Context: an optimization exercise on an open-source flow, tuned for a short achievable clock period and few clock cycles. The choices shown serve that exercise and are no tape-out recipe. The RTL was checked by simulation tests, not by an equivalence proof against the original design. Power figures rest on the tool's default switching activity, not on a simulated workload.

==> design/flow/design.v <==
`timescale 1ns/1ps
package hart_pkg;
  typedef logic [31:0] word_t;
  typedef logic [4:0] reg_addr_t;
  typedef enum logic [3:0] {
    ALU_ADD,
    ALU_SUB,
    ALU_SLL,
    ALU_SLT,
    ALU_SLTU,
    ALU_XOR,
    ALU_SRL,
    ALU_SRA,
    ALU_OR,
    ALU_AND,
    ALU_PASS_B
  } alu_op_e;
  typedef enum logic [1:0] {
    REQUEST,
    DISCARD,
    HALTED
  } fetch_state_e;
  localparam word_t RESET_ADDR = 32'h0000_0000;
  localparam logic [6:0] OPC_OP     = 7'b0110011;
  localparam logic [6:0] OPC_OP_IMM = 7'b0010011;
  localparam logic [6:0] OPC_LUI    = 7'b0110111;
  localparam logic [6:0] OPC_BRANCH = 7'b1100011;
  localparam logic [6:0] OPC_SYSTEM = 7'b1110011;
  localparam word_t EBREAK_INST = 32'h0010_0073;
  localparam word_t NOP_INST = 32'h0000_0013;
endpackage
`timescale 1ns/1ps
module fetch_unit (
  input  logic  i_clk,
  input  logic  i_rst,
  input  hart_pkg::word_t i_imem_dat,
  input  logic  i_imem_ack,
  input  logic  i_redirect,
  input  hart_pkg::word_t i_redirect_pc,
  input  logic  i_halt_seen,
  output logic  o_imem_cyc,
  output logic  o_imem_stb,
  output hart_pkg::word_t o_imem_adr,
  output logic  o_valid,
  output hart_pkg::word_t o_pc,
  output hart_pkg::word_t o_inst
);
  hart_pkg::fetch_state_e state_q;
  logic         req_q;
  hart_pkg::word_t        pc_q;
  hart_pkg::word_t        adr_q;
  logic         fd_valid_q;
  hart_pkg::word_t        fd_pc_q;
  hart_pkg::word_t        fd_inst_q;
  assign o_imem_cyc = req_q;
  assign o_imem_stb = req_q;
  assign o_imem_adr = adr_q;
  assign o_valid = fd_valid_q;
  assign o_pc    = fd_pc_q;
  assign o_inst  = fd_inst_q;
  always_ff @(posedge i_clk) begin
    if (i_rst) begin
      state_q    <= hart_pkg::REQUEST;
      req_q      <= 1'b0;
      pc_q       <= hart_pkg::RESET_ADDR;
      fd_valid_q <= 1'b0;
    end else begin
      fd_valid_q <= 1'b0;
      case (state_q)
        hart_pkg::REQUEST: begin
          if (i_redirect) begin
            pc_q <= i_redirect_pc;
            if (req_q && !i_imem_ack) begin
              state_q <= hart_pkg::DISCARD;
            end else begin
              req_q <= 1'b0;
            end
          end else if (req_q) begin
            if (i_imem_ack) begin
              req_q      <= 1'b0;
              pc_q       <= pc_q + 32'd4;
              fd_valid_q <= 1'b1;
              fd_pc_q    <= adr_q;
              fd_inst_q  <= i_imem_dat;
            end
          end else if (i_halt_seen) begin
            state_q <= hart_pkg::HALTED;
          end else begin
            req_q <= 1'b1;
            adr_q <= pc_q;
          end
        end
        hart_pkg::DISCARD: begin
          if (i_redirect) begin
            pc_q <= i_redirect_pc;
          end
          if (i_imem_ack) begin
            req_q   <= 1'b0;
            state_q <= hart_pkg::REQUEST;
          end
        end
        hart_pkg::HALTED: begin
          req_q <= 1'b0;
        end
        default: begin
          state_q <= hart_pkg::REQUEST;
          req_q   <= 1'b0;
        end
      endcase
    end
  end
endmodule
`timescale 1ns/1ps
module reg_file (
  input  logic      i_clk,
  input  logic      i_rst,
  input  hart_pkg::reg_addr_t i_rs1_addr,
  input  hart_pkg::reg_addr_t i_rs2_addr,
  input  logic      i_wb_we,
  input  hart_pkg::reg_addr_t i_wb_addr,
  input  hart_pkg::word_t     i_wb_data,
  output hart_pkg::word_t     o_rs1_data,
  output hart_pkg::word_t     o_rs2_data
);
  hart_pkg::word_t regs [1:31];
  always_ff @(posedge i_clk) begin
    if (i_rst) begin
      for (int i = 1; i < 32; i++) begin
        regs[i] <= '0;
      end
    end else if (i_wb_we && (i_wb_addr != '0)) begin
      regs[i_wb_addr] <= i_wb_data;
    end
  end
  always_comb begin
    if (i_rs1_addr == '0) begin
      o_rs1_data = '0;
    end else if (i_wb_we && (i_wb_addr == i_rs1_addr)) begin
      o_rs1_data = i_wb_data;
    end else begin
      o_rs1_data = regs[i_rs1_addr];
    end
    if (i_rs2_addr == '0) begin
      o_rs2_data = '0;
    end else if (i_wb_we && (i_wb_addr == i_rs2_addr)) begin
      o_rs2_data = i_wb_data;
    end else begin
      o_rs2_data = regs[i_rs2_addr];
    end
  end
endmodule
`timescale 1ns/1ps
module decode_unit (
  input  logic      i_clk,
  input  logic      i_rst,
  input  logic      i_valid,
  input  hart_pkg::word_t     i_pc,
  input  hart_pkg::word_t     i_inst,
  input  logic      i_redirect,
  input  logic      i_wb_we,
  input  hart_pkg::reg_addr_t i_wb_addr,
  input  hart_pkg::word_t     i_wb_data,
  output logic      o_halt_seen,
  output logic      o_x_valid,
  output hart_pkg::word_t     o_x_pc,
  output hart_pkg::word_t     o_x_inst,
  output hart_pkg::alu_op_e   o_x_alu_op,
  output logic      o_x_operand_b_is_imm,
  output hart_pkg::word_t     o_x_imm,
  output hart_pkg::reg_addr_t o_x_rs1_addr,
  output hart_pkg::reg_addr_t o_x_rs2_addr,
  output hart_pkg::word_t     o_x_rs1_data,
  output hart_pkg::word_t     o_x_rs2_data,
  output hart_pkg::reg_addr_t o_x_rd_addr,
  output logic      o_x_rd_we,
  output logic      o_x_is_branch,
  output logic      o_x_branch_ne
);
  logic      supported;
  hart_pkg::word_t     dec_inst;
  logic [6:0] opcode;
  logic [2:0] funct3;
  logic [6:0] funct7;
  hart_pkg::reg_addr_t rd_field;
  hart_pkg::word_t     imm_i;
  hart_pkg::word_t     imm_u;
  hart_pkg::word_t     imm_b;
  hart_pkg::alu_op_e   dec_alu_op;
  logic      dec_b_imm;
  hart_pkg::word_t     dec_imm;
  hart_pkg::reg_addr_t dec_rs1;
  hart_pkg::reg_addr_t dec_rs2;
  logic      dec_rd_we;
  logic      dec_branch;
  logic      dec_ne;
  hart_pkg::word_t     rs1_data;
  hart_pkg::word_t     rs2_data;
  function automatic hart_pkg::alu_op_e alu_from_funct(input logic [2:0] f3, input logic alt);
    hart_pkg::alu_op_e op;
    case (f3)
      3'b000: op = alt ? hart_pkg::ALU_SUB : hart_pkg::ALU_ADD;
      3'b001: op = hart_pkg::ALU_SLL;
      3'b010: op = hart_pkg::ALU_SLT;
      3'b011: op = hart_pkg::ALU_SLTU;
      3'b100: op = hart_pkg::ALU_XOR;
      3'b101: op = alt ? hart_pkg::ALU_SRA : hart_pkg::ALU_SRL;
      3'b110: op = hart_pkg::ALU_OR;
      default: op = hart_pkg::ALU_AND;
    endcase
    alu_from_funct = op;
  endfunction
  assign o_halt_seen = i_valid && (i_inst == hart_pkg::EBREAK_INST);
  always_comb begin
    case (i_inst[6:0])
      hart_pkg::OPC_OP: begin
        supported = (i_inst[31:25] == 7'b0000000) ||
                    ((i_inst[31:25] == 7'b0100000) &&
                     ((i_inst[14:12] == 3'b000) || (i_inst[14:12] == 3'b101)));
      end
      hart_pkg::OPC_OP_IMM: begin
        if (i_inst[14:12] == 3'b001) begin
          supported = (i_inst[31:25] == 7'b0000000);
        end else if (i_inst[14:12] == 3'b101) begin
          supported = ({i_inst[31], i_inst[29:25]} == 6'b000000);
        end else begin
          supported = 1'b1;
        end
      end
      hart_pkg::OPC_LUI:    supported = 1'b1;
      hart_pkg::OPC_BRANCH: supported = (i_inst[14:13] == 2'b00);
      default:    supported = 1'b0;
    endcase
  end
  assign dec_inst = (i_valid && supported) ? i_inst : hart_pkg::NOP_INST;
  assign opcode   = dec_inst[6:0];
  assign funct3   = dec_inst[14:12];
  assign funct7   = dec_inst[31:25];
  assign rd_field = dec_inst[11:7];
  assign imm_i = {{20{dec_inst[31]}}, dec_inst[31:20]};
  assign imm_u = {dec_inst[31:12], 12'b0};
  assign imm_b = {{19{dec_inst[31]}}, dec_inst[31], dec_inst[7], dec_inst[30:25],
                  dec_inst[11:8], 1'b0};
  always_comb begin
    dec_alu_op = hart_pkg::ALU_ADD;
    dec_b_imm  = 1'b0;
    dec_imm    = imm_i;
    dec_rs1    = dec_inst[19:15];
    dec_rs2    = '0;
    dec_rd_we  = 1'b0;
    dec_branch = 1'b0;
    dec_ne     = 1'b0;
    case (opcode)
      hart_pkg::OPC_OP: begin
        dec_alu_op = alu_from_funct(funct3, funct7[5]);
        dec_rs2    = dec_inst[24:20];
        dec_rd_we  = (rd_field != '0);
      end
      hart_pkg::OPC_OP_IMM: begin
        dec_alu_op = alu_from_funct(funct3, funct7[5] && (funct3 == 3'b101));
        dec_b_imm  = 1'b1;
        dec_rd_we  = (rd_field != '0);
      end
      hart_pkg::OPC_LUI: begin
        dec_alu_op = hart_pkg::ALU_PASS_B;
        dec_b_imm  = 1'b1;
        dec_imm    = imm_u;
        dec_rs1    = '0;
        dec_rd_we  = (rd_field != '0);
      end
      hart_pkg::OPC_BRANCH: begin
        dec_imm    = imm_b;
        dec_rs2    = dec_inst[24:20];
        dec_branch = 1'b1;
        dec_ne     = funct3[0];
      end
      default: begin
        dec_rs1 = '0;
      end
    endcase
  end
  reg_file u_reg_file (
    .i_clk      (i_clk),
    .i_rst      (i_rst),
    .i_rs1_addr (dec_rs1),
    .i_rs2_addr (dec_rs2),
    .i_wb_we    (i_wb_we),
    .i_wb_addr  (i_wb_addr),
    .i_wb_data  (i_wb_data),
    .o_rs1_data (rs1_data),
    .o_rs2_data (rs2_data)
  );
  always_ff @(posedge i_clk) begin
    if (i_rst || i_redirect) begin
      o_x_valid     <= 1'b0;
      o_x_rd_we     <= 1'b0;
      o_x_is_branch <= 1'b0;
    end else begin
      o_x_valid     <= i_valid;
      o_x_rd_we     <= dec_rd_we;
      o_x_is_branch <= dec_branch;
    end
  end
  always_ff @(posedge i_clk) begin
    o_x_pc               <= i_pc;
    o_x_inst             <= i_inst;
    o_x_alu_op           <= dec_alu_op;
    o_x_operand_b_is_imm <= dec_b_imm;
    o_x_imm              <= dec_imm;
    o_x_rs1_addr         <= dec_rs1;
    o_x_rs2_addr         <= dec_rs2;
    o_x_rs1_data         <= rs1_data;
    o_x_rs2_data         <= rs2_data;
    o_x_rd_addr          <= rd_field;
    o_x_branch_ne        <= dec_ne;
  end
endmodule
`timescale 1ns/1ps
module execute_unit (
  input  logic      i_clk,
  input  logic      i_rst,
  input  logic      i_x_valid,
  input  hart_pkg::word_t     i_x_pc,
  input  hart_pkg::word_t     i_x_inst,
  input  hart_pkg::alu_op_e   i_x_alu_op,
  input  logic      i_x_operand_b_is_imm,
  input  hart_pkg::word_t     i_x_imm,
  input  hart_pkg::reg_addr_t i_x_rs1_addr,
  input  hart_pkg::reg_addr_t i_x_rs2_addr,
  input  hart_pkg::word_t     i_x_rs1_data,
  input  hart_pkg::word_t     i_x_rs2_data,
  input  hart_pkg::reg_addr_t i_x_rd_addr,
  input  logic      i_x_rd_we,
  input  logic      i_x_is_branch,
  input  logic      i_x_branch_ne,
  output logic      o_redirect,
  output hart_pkg::word_t     o_redirect_pc,
  output logic      o_wb_we,
  output hart_pkg::reg_addr_t o_wb_addr,
  output hart_pkg::word_t     o_wb_data,
  output logic      o_retire_valid,
  output hart_pkg::word_t     o_retire_inst,
  output hart_pkg::word_t     o_retire_pc,
  output hart_pkg::word_t     o_retire_next_pc,
  output hart_pkg::reg_addr_t o_retire_rs1_raddr,
  output hart_pkg::reg_addr_t o_retire_rs2_raddr,
  output hart_pkg::word_t     o_retire_rs1_rdata,
  output hart_pkg::word_t     o_retire_rs2_rdata,
  output hart_pkg::reg_addr_t o_retire_rd_waddr,
  output hart_pkg::word_t     o_retire_rd_wdata,
  output logic      o_retire_halt
);
  hart_pkg::word_t     op_a;
  hart_pkg::word_t     op_b_reg;
  hart_pkg::word_t     op_b;
  hart_pkg::word_t     alu_result;
  logic      taken;
  hart_pkg::word_t     target;
  hart_pkg::word_t     next_pc;
  logic      xw_valid_q;
  logic      xw_we_q;
  logic      xw_halt_q;
  hart_pkg::reg_addr_t xw_addr_q;
  hart_pkg::word_t     xw_data_q;
  hart_pkg::word_t     xw_inst_q;
  hart_pkg::word_t     xw_pc_q;
  hart_pkg::word_t     xw_next_pc_q;
  hart_pkg::reg_addr_t xw_rs1_addr_q;
  hart_pkg::reg_addr_t xw_rs2_addr_q;
  hart_pkg::word_t     xw_rs1_data_q;
  hart_pkg::word_t     xw_rs2_data_q;
  assign op_a = (xw_we_q && (xw_addr_q != '0) && (xw_addr_q == i_x_rs1_addr)) ?
                xw_data_q : i_x_rs1_data;
  assign op_b_reg = (xw_we_q && (xw_addr_q != '0) && (xw_addr_q == i_x_rs2_addr)) ?
                    xw_data_q : i_x_rs2_data;
  assign op_b = i_x_operand_b_is_imm ? i_x_imm : op_b_reg;
  always_comb begin
    case (i_x_alu_op)
      hart_pkg::ALU_ADD:    alu_result = op_a + op_b;
      hart_pkg::ALU_SUB:    alu_result = op_a - op_b;
      hart_pkg::ALU_SLL:    alu_result = op_a << op_b[4:0];
      hart_pkg::ALU_SLT:    alu_result = {31'b0, $signed(op_a) < $signed(op_b)};
      hart_pkg::ALU_SLTU:   alu_result = {31'b0, op_a < op_b};
      hart_pkg::ALU_XOR:    alu_result = op_a ^ op_b;
      hart_pkg::ALU_SRL:    alu_result = op_a >> op_b[4:0];
      hart_pkg::ALU_SRA:    alu_result = $signed(op_a) >>> op_b[4:0];
      hart_pkg::ALU_OR:     alu_result = op_a | op_b;
      hart_pkg::ALU_AND:    alu_result = op_a & op_b;
      hart_pkg::ALU_PASS_B: alu_result = op_b;
      default:    alu_result = '0;
    endcase
  end
  assign taken   = i_x_is_branch && ((op_a == op_b_reg) != i_x_branch_ne);
  assign target  = i_x_pc + i_x_imm;
  assign next_pc = taken ? target : i_x_pc + 32'd4;
  assign o_redirect    = taken;
  assign o_redirect_pc = target;
  always_ff @(posedge i_clk) begin
    if (i_rst) begin
      xw_valid_q <= 1'b0;
      xw_we_q    <= 1'b0;
      xw_halt_q  <= 1'b0;
    end else begin
      xw_valid_q <= i_x_valid;
      xw_we_q    <= i_x_rd_we;
      xw_halt_q  <= i_x_valid && (i_x_inst == hart_pkg::EBREAK_INST);
    end
  end
  always_ff @(posedge i_clk) begin
    xw_addr_q     <= i_x_rd_we ? i_x_rd_addr : '0;
    xw_data_q     <= alu_result;
    xw_inst_q     <= i_x_inst;
    xw_pc_q       <= i_x_pc;
    xw_next_pc_q  <= next_pc;
    xw_rs1_addr_q <= i_x_rs1_addr;
    xw_rs2_addr_q <= i_x_rs2_addr;
    xw_rs1_data_q <= op_a;
    xw_rs2_data_q <= op_b_reg;
  end
  assign o_wb_we   = xw_we_q;
  assign o_wb_addr = xw_addr_q;
  assign o_wb_data = xw_data_q;
  assign o_retire_valid     = xw_valid_q;
  assign o_retire_inst      = xw_inst_q;
  assign o_retire_pc        = xw_pc_q;
  assign o_retire_next_pc   = xw_next_pc_q;
  assign o_retire_rs1_raddr = xw_rs1_addr_q;
  assign o_retire_rs2_raddr = xw_rs2_addr_q;
  assign o_retire_rs1_rdata = xw_rs1_data_q;
  assign o_retire_rs2_rdata = xw_rs2_data_q;
  assign o_retire_rd_waddr  = xw_addr_q;
  assign o_retire_rd_wdata  = xw_data_q;
  assign o_retire_halt      = xw_halt_q;
endmodule
`timescale 1ns/1ps
module hart (
  input  logic      i_clk,
  input  logic      i_rst,
  output logic      o_imem_cyc,
  output logic      o_imem_stb,
  output hart_pkg::word_t     o_imem_adr,
  input  hart_pkg::word_t     i_imem_dat,
  input  logic      i_imem_ack,
  output logic      o_retire_valid,
  output hart_pkg::word_t     o_retire_inst,
  output hart_pkg::word_t     o_retire_pc,
  output hart_pkg::word_t     o_retire_next_pc,
  output hart_pkg::reg_addr_t o_retire_rs1_raddr,
  output hart_pkg::reg_addr_t o_retire_rs2_raddr,
  output hart_pkg::word_t     o_retire_rs1_rdata,
  output hart_pkg::word_t     o_retire_rs2_rdata,
  output hart_pkg::reg_addr_t o_retire_rd_waddr,
  output hart_pkg::word_t     o_retire_rd_wdata,
  output logic      o_retire_halt
);
  logic      fd_valid;
  hart_pkg::word_t     fd_pc;
  hart_pkg::word_t     fd_inst;
  logic      redirect;
  hart_pkg::word_t     redirect_pc;
  logic      halt_seen;
  logic      wb_we;
  hart_pkg::reg_addr_t wb_addr;
  hart_pkg::word_t     wb_data;
  logic      x_valid;
  hart_pkg::word_t     x_pc;
  hart_pkg::word_t     x_inst;
  hart_pkg::alu_op_e   x_alu_op;
  logic      x_operand_b_is_imm;
  hart_pkg::word_t     x_imm;
  hart_pkg::reg_addr_t x_rs1_addr;
  hart_pkg::reg_addr_t x_rs2_addr;
  hart_pkg::word_t     x_rs1_data;
  hart_pkg::word_t     x_rs2_data;
  hart_pkg::reg_addr_t x_rd_addr;
  logic      x_rd_we;
  logic      x_is_branch;
  logic      x_branch_ne;
  fetch_unit u_fetch (
    .i_clk         (i_clk),
    .i_rst         (i_rst),
    .i_imem_dat    (i_imem_dat),
    .i_imem_ack    (i_imem_ack),
    .i_redirect    (redirect),
    .i_redirect_pc (redirect_pc),
    .i_halt_seen   (halt_seen),
    .o_imem_cyc    (o_imem_cyc),
    .o_imem_stb    (o_imem_stb),
    .o_imem_adr    (o_imem_adr),
    .o_valid       (fd_valid),
    .o_pc          (fd_pc),
    .o_inst        (fd_inst)
  );
  decode_unit u_decode (
    .i_clk       (i_clk),
    .i_rst       (i_rst),
    .i_valid     (fd_valid),
    .i_pc        (fd_pc),
    .i_inst      (fd_inst),
    .i_redirect  (redirect),
    .i_wb_we     (wb_we),
    .i_wb_addr   (wb_addr),
    .i_wb_data   (wb_data),
    .o_halt_seen (halt_seen),
    .o_x_valid (x_valid),
    .o_x_pc (x_pc),
    .o_x_inst (x_inst),
    .o_x_alu_op (x_alu_op),
    .o_x_operand_b_is_imm (x_operand_b_is_imm),
    .o_x_imm (x_imm),
    .o_x_rs1_addr (x_rs1_addr),
    .o_x_rs2_addr (x_rs2_addr),
    .o_x_rs1_data (x_rs1_data),
    .o_x_rs2_data (x_rs2_data),
    .o_x_rd_addr (x_rd_addr),
    .o_x_rd_we (x_rd_we),
    .o_x_is_branch (x_is_branch),
    .o_x_branch_ne (x_branch_ne)
  );
  execute_unit u_execute (
    .i_clk              (i_clk),
    .i_rst              (i_rst),
    .i_x_valid (x_valid),
    .i_x_pc (x_pc),
    .i_x_inst (x_inst),
    .i_x_alu_op (x_alu_op),
    .i_x_operand_b_is_imm (x_operand_b_is_imm),
    .i_x_imm (x_imm),
    .i_x_rs1_addr (x_rs1_addr),
    .i_x_rs2_addr (x_rs2_addr),
    .i_x_rs1_data (x_rs1_data),
    .i_x_rs2_data (x_rs2_data),
    .i_x_rd_addr (x_rd_addr),
    .i_x_rd_we (x_rd_we),
    .i_x_is_branch (x_is_branch),
    .i_x_branch_ne (x_branch_ne),
    .o_redirect         (redirect),
    .o_redirect_pc      (redirect_pc),
    .o_wb_we            (wb_we),
    .o_wb_addr          (wb_addr),
    .o_wb_data          (wb_data),
    .o_retire_valid     (o_retire_valid),
    .o_retire_inst      (o_retire_inst),
    .o_retire_pc        (o_retire_pc),
    .o_retire_next_pc   (o_retire_next_pc),
    .o_retire_rs1_raddr (o_retire_rs1_raddr),
    .o_retire_rs2_raddr (o_retire_rs2_raddr),
    .o_retire_rs1_rdata (o_retire_rs1_rdata),
    .o_retire_rs2_rdata (o_retire_rs2_rdata),
    .o_retire_rd_waddr  (o_retire_rd_waddr),
    .o_retire_rd_wdata  (o_retire_rd_wdata),
    .o_retire_halt      (o_retire_halt)
  );
endmodule
==> design/flow/run.sh <==
#!/bin/bash
# synth_recipe.tcl (not shown) runs the flow's synth.tcl, then flattens the netlist and writes it again
# the make line also repeats each setting of config.mk as NAME=value (left out here)
make -C /OpenROAD-flow-scripts/flow DESIGN_CONFIG=/design/flow/config.mk WORK_HOME=/design/flow/orfs CLKGATE_MAP_FILE= SYNTH_SCRIPT=/design/flow/synth_recipe.tcl finish
==> design/flow/config.mk <==
export PLATFORM = sky130hd
export DESIGN_NAME = hart
export DESIGN_NICKNAME = hart
export VERILOG_FILES = /design/flow/design.v
export SDC_FILE = /design/flow/constraint.sdc
export NUM_CORES = 4
export LEC_CHECK = 0
export CAP_MARGIN = 20
export CORE_MARGIN = 2
export CORE_UTILIZATION = 40
export PLACE_DENSITY = 0.6
export SLEW_MARGIN = 20
==> design/flow/constraint.sdc <==
create_clock -name core_clock -period 8.0 [get_ports {i_clk}]
set_input_delay 1.6000 -clock core_clock [delete_from_list [all_inputs] [get_ports {i_clk}]]
set_output_delay 1.6000 -clock core_clock [all_outputs]
set_load 0.01 [all_outputs]
==> run notes <==
worst skew pair latency=between 0.8 and 0.9 ns; WP data required=just under 9 ns; die height=about 460 um; Max Clock Skew=about 0.065 ns; most frequent cell after synthesis=edfxtp_1; Hold Violations, Final=0; post-synth cell types=96; Syn Area/Cell=10.1 um2; Die W=456 um; DPL Wire Length=245,000 um; Placed Cells incl. Taps=10,576; GRT overflow=0; antenna violations before repair=33; Core ar.=0.203 mm2; CP Capture Type=register; run status=no timing/DRC/antenna violations; DRT iter0 DRCs=approximately 12,000; startpoint types=register; proportion of layout cells with a drive suffix above 1=0.102; Max Transition Viols Final=0; Lkg Pwr=around 34 nW; VDD IR max=235 uV; dpl ws=~1.3 ns; Post-CTS Resized=0; worst hold path class=register to register; Max-slew headroom=0.0742; TritonCTS Buffers=~170; row count=~170; period utilisation layout=0.873; CTS tree=yes; largest net degree at the start of global routing=between 100 and 150; Post-Syn Area=0.0816 mm2; Post-synth EDFFs=between 1,000 and 1,500; Mapped Cells=slightly above 8,000; RSZ-0062 raised after global routing=no; pwr/cell area=190 mW/mm2; clk buf depth=3; htree depth=4; minimum clock period=between 6 and 7 ns; I/O pin cnt=~280; nets=a little over 8,000; CP max FO=49; Routed Antenna Nets=0; Critical Path AT=roughly 7.7 ns; Ys Warns=4; die area=0.208 mm2; final WL=around 380,000 um; GRT Util Overall=0.354; Initial Util=0.403; drt wl/cell=roughly 35 um; first-pass GRT wire length=~530,000 um; Main synth FF type=edfxtp_1; Via Count=between 70,000 and 80,000; Crit Path Class=register to register; filler cell count=18,717; fin cells=~11,000; Seq cells post-synth=about 1,600; input/output buffers=277; Seq/Total Area, Yosys=0.518; vias in the first global route=between 60,000 and 70,000; area post-placement=between 0.08 and 0.09 mm2; PnR Total Power=between 15 and 20 mW; Post-CTS Setup Repair Bufs=0; setup_tns=0 ns; Reg clk slew, reported paths=~0.07 ns; post-synth top area cell=edfxtp_1; Final setup viols=0; Syn-to-layout area delta=15.5%; Post-Layout Inst Area=~0.094 mm2; MaxCap Viol Count=0; top post-synthesis cells by count=edfxtp_1 (1,120), and2_1 (1,000), nand2_1 (864), clkbuf_1 (611), a21oi_1 (447); Setup WS post-layout=about 1.0 ns; share of the synthesized area in the top cell type=0.412; FMAX=143 MHz; # clock sinks=about 1,600; RD Place Congestion=1.01; # hold bufs at CTS=0; largest cells by area after synthesis=edfxtp_1 (41%), dfxtp_1 (11%), and2_1 (7.7%), mux2i_1 (4.2%), nand2_1 (4.0%); drt first pass iters=8; Worst Tran Pin Value=around 1.4 ns; CTS root buffer=clkbuf_16; Post-synth ARST share=0; vias per inst=approximately 6.6; residual DRC count=0
## power breakdown
part           switching, mW  internal [mW]  leakage [nW]
registers              0.187           8.88          14.3
logic                  0.408          0.195          16.4
clock network           3.54           4.66          2.79
## sequential cells by signal (all words and copies together), names as in the netlist, 2 cells and up
name,cells
u_decode.o_x_alu_op,4
u_execute.xw_data_q,32
u_decode.o_x_inst,32
u_execute.xw_rs1_data_q,32
u_fetch.fd_pc_q,32
u_decode.o_x_rd_addr,5
u_execute.xw_rs2_addr_q,5
u_decode.o_x_rs1_addr,5
u_execute.xw_next_pc_q,32
u_decode.o_x_pc,32
u_fetch.state_q,2
u_execute.xw_rs1_addr_q,5
u_execute.xw_rs2_data_q,32
u_execute.xw_addr_q,5
u_decode.o_x_imm,32
u_decode.o_x_rs1_data,32
u_execute.xw_pc_q,32
u_execute.xw_inst_q,32
u_decode.o_x_rs2_data,32
u_fetch.adr_q,32
u_decode.u_reg_file.regs,1024
u_fetch.pc_q,32
u_fetch.fd_inst_q,32
u_decode.o_x_rs2_addr,5
## kinds of logic (layout without fill, tap and decap cells)
logic type,after synthesis,count (layout),synth area share
and+or+nand+nor,2914,2914,0.181
muxes,412,412,0.0577
AOI/OAI and AO/OA,2069,2069,0.171
other,1,40,0.0000460
buffers and inverters,870,1020,0.0413
DFF,1550,1550,0.518
adders and majority gates,139,139,0.0216
xor gates and xnor gates,91,91,0.00977
## layer usage
metal | up-vias | track usage | share of wire
li1 | 29806 | - | -
met2 | 5722 | 0.523 | 0.43
met5 | - | 0 | 0.000084
met3 | 1288 | 0.0927 | 0.12
met4 | 4 | 0.248 | 0.083
met1 | 35330 | 0.452 | 0.37
## critical path, cell delays in order (launching register included)
cell and delay, ns:
dfxtp_1 0.59, or3_1 0.66, o2111a_2 0.89, buf_4 0.32
a21boi_1 0.11, or2_2 0.37, mux2i_1 0.43, inv_1 0.10
ha_1 0.54, inv_1 0.14, nor2_1 0.20, a31oi_1 0.11
o21a_1 0.16, o21ai_0 0.58, a21oi_1 0.18, a21oi_1 0.35
a211oi_1 0.17, nor3_1 0.34, nor2_1 0.09, a41o_1 0.21
a311o_1 0.26
## per-stage QoR
step | util | hold slack (ns)
global placement | 0.436 | 0.323
floorplan | - | 0.323
global route | 0.465 | 0.339
detailed placement | 0.436 | 0.327
CTS | 0.464 | 0.333
finish | 0.465 | 0.324
## final cells by class
cell class	instances	area, um2	share of cell area
timing repair buffer	562	5260	0.0558
inverter	140	557	0.00591
tap	2672	3340	0.0355
multi-input combinational	5657	37000	0.393
sequential	1550	42300	0.449
clock buffer	231	4890	0.0519
clock inverter	87	822	0.00873
antenna	8	20.0	0.000213
## final timing paths
path	slack [ns]	cells after the start	startpoint	to
setup / recovery	1.01	20	u_execute.xw_addr_q[2]$_SDFF_PN0_	u_execute.xw_data_q[30]$_DFF_P_
hold / removal	0.32	0	u_fetch.fd_pc_q[1]$_DFFE_PP_	u_decode.o_x_pc[1]$_DFF_P_
setup reg to reg	1.01	20	u_execute.xw_addr_q[2]$_SDFF_PN0_	u_execute.xw_data_q[30]$_DFF_P_
hold reg to reg	0.32	0	u_fetch.fd_pc_q[1]$_DFFE_PP_	u_decode.o_x_pc[1]$_DFF_P_
## cell usage in the layout (no fill, tap or decap), types with 36 or more instances in the layout
cell type / synthesis / layout
a211oi_1: 158 / 155
a21boi_0: 39 / 39
a21oi_1: 447 / 447
a221oi_1: 68 / 68
a311oi_1: 43 / 43
a31oi_1: 173 / 173
and2_1: 1000 / 1000
and3_1: 89 / 88
buf_4: 7 / 259
clkbuf_1: 611 / 36
clkbuf_16: 0 / 184
clkdlybuf4s50_1: 0 / 277
dfxtp_1: 430 / 405
edfxtp_1: 1120 / 1120
ha_1: 136 / 136
inv_1: 130 / 126
mux2i_1: 345 / 344
mux4_2: 44 / 44
nand2_1: 864 / 856
nand3_1: 138 / 134
nor2_1: 445 / 404
nor3_1: 132 / 126
nor4_1: 59 / 47
o211ai_1: 66 / 66
o21ai_0: 270 / 239
o221ai_1: 206 / 206
o22ai_1: 267 / 267
o311ai_0: 59 / 48
or2_2: 39 / 38
xnor2_1: 68 / 68
Testbench counts, summed over its fixed seeds: cycles 149,616.

[separate check: timing with driven ports]
No port has a modelled driver above. Below, the same layout with a new extraction and two added sets of constraints. Step 1 sets driving cells, clkbuf_16 on the clock port and buf_2 on the other inputs (assumed; they add their load-dependent delay and slew). Step 2 also shifts input and output timing later by t, the mid clock arrival at the registers, as if the neighbouring blocks saw the same clock. a / b / c = ideal ports / drivers / drivers and shift; a / b = the first two.
t, ns: 0.934
setup WS [ns]: 1.013 / 1.013 / 1.013
worst hold slack (ns): 0.324 / 0.324 / 0.324
worst slew at a driven data input, ns: 0.07
cell pins on the clock port's net: 1
After both steps setup and hold are still met in this run. The setup slack of this run moves by 0.000 ns with the drivers and by 0.000 ns with both steps.
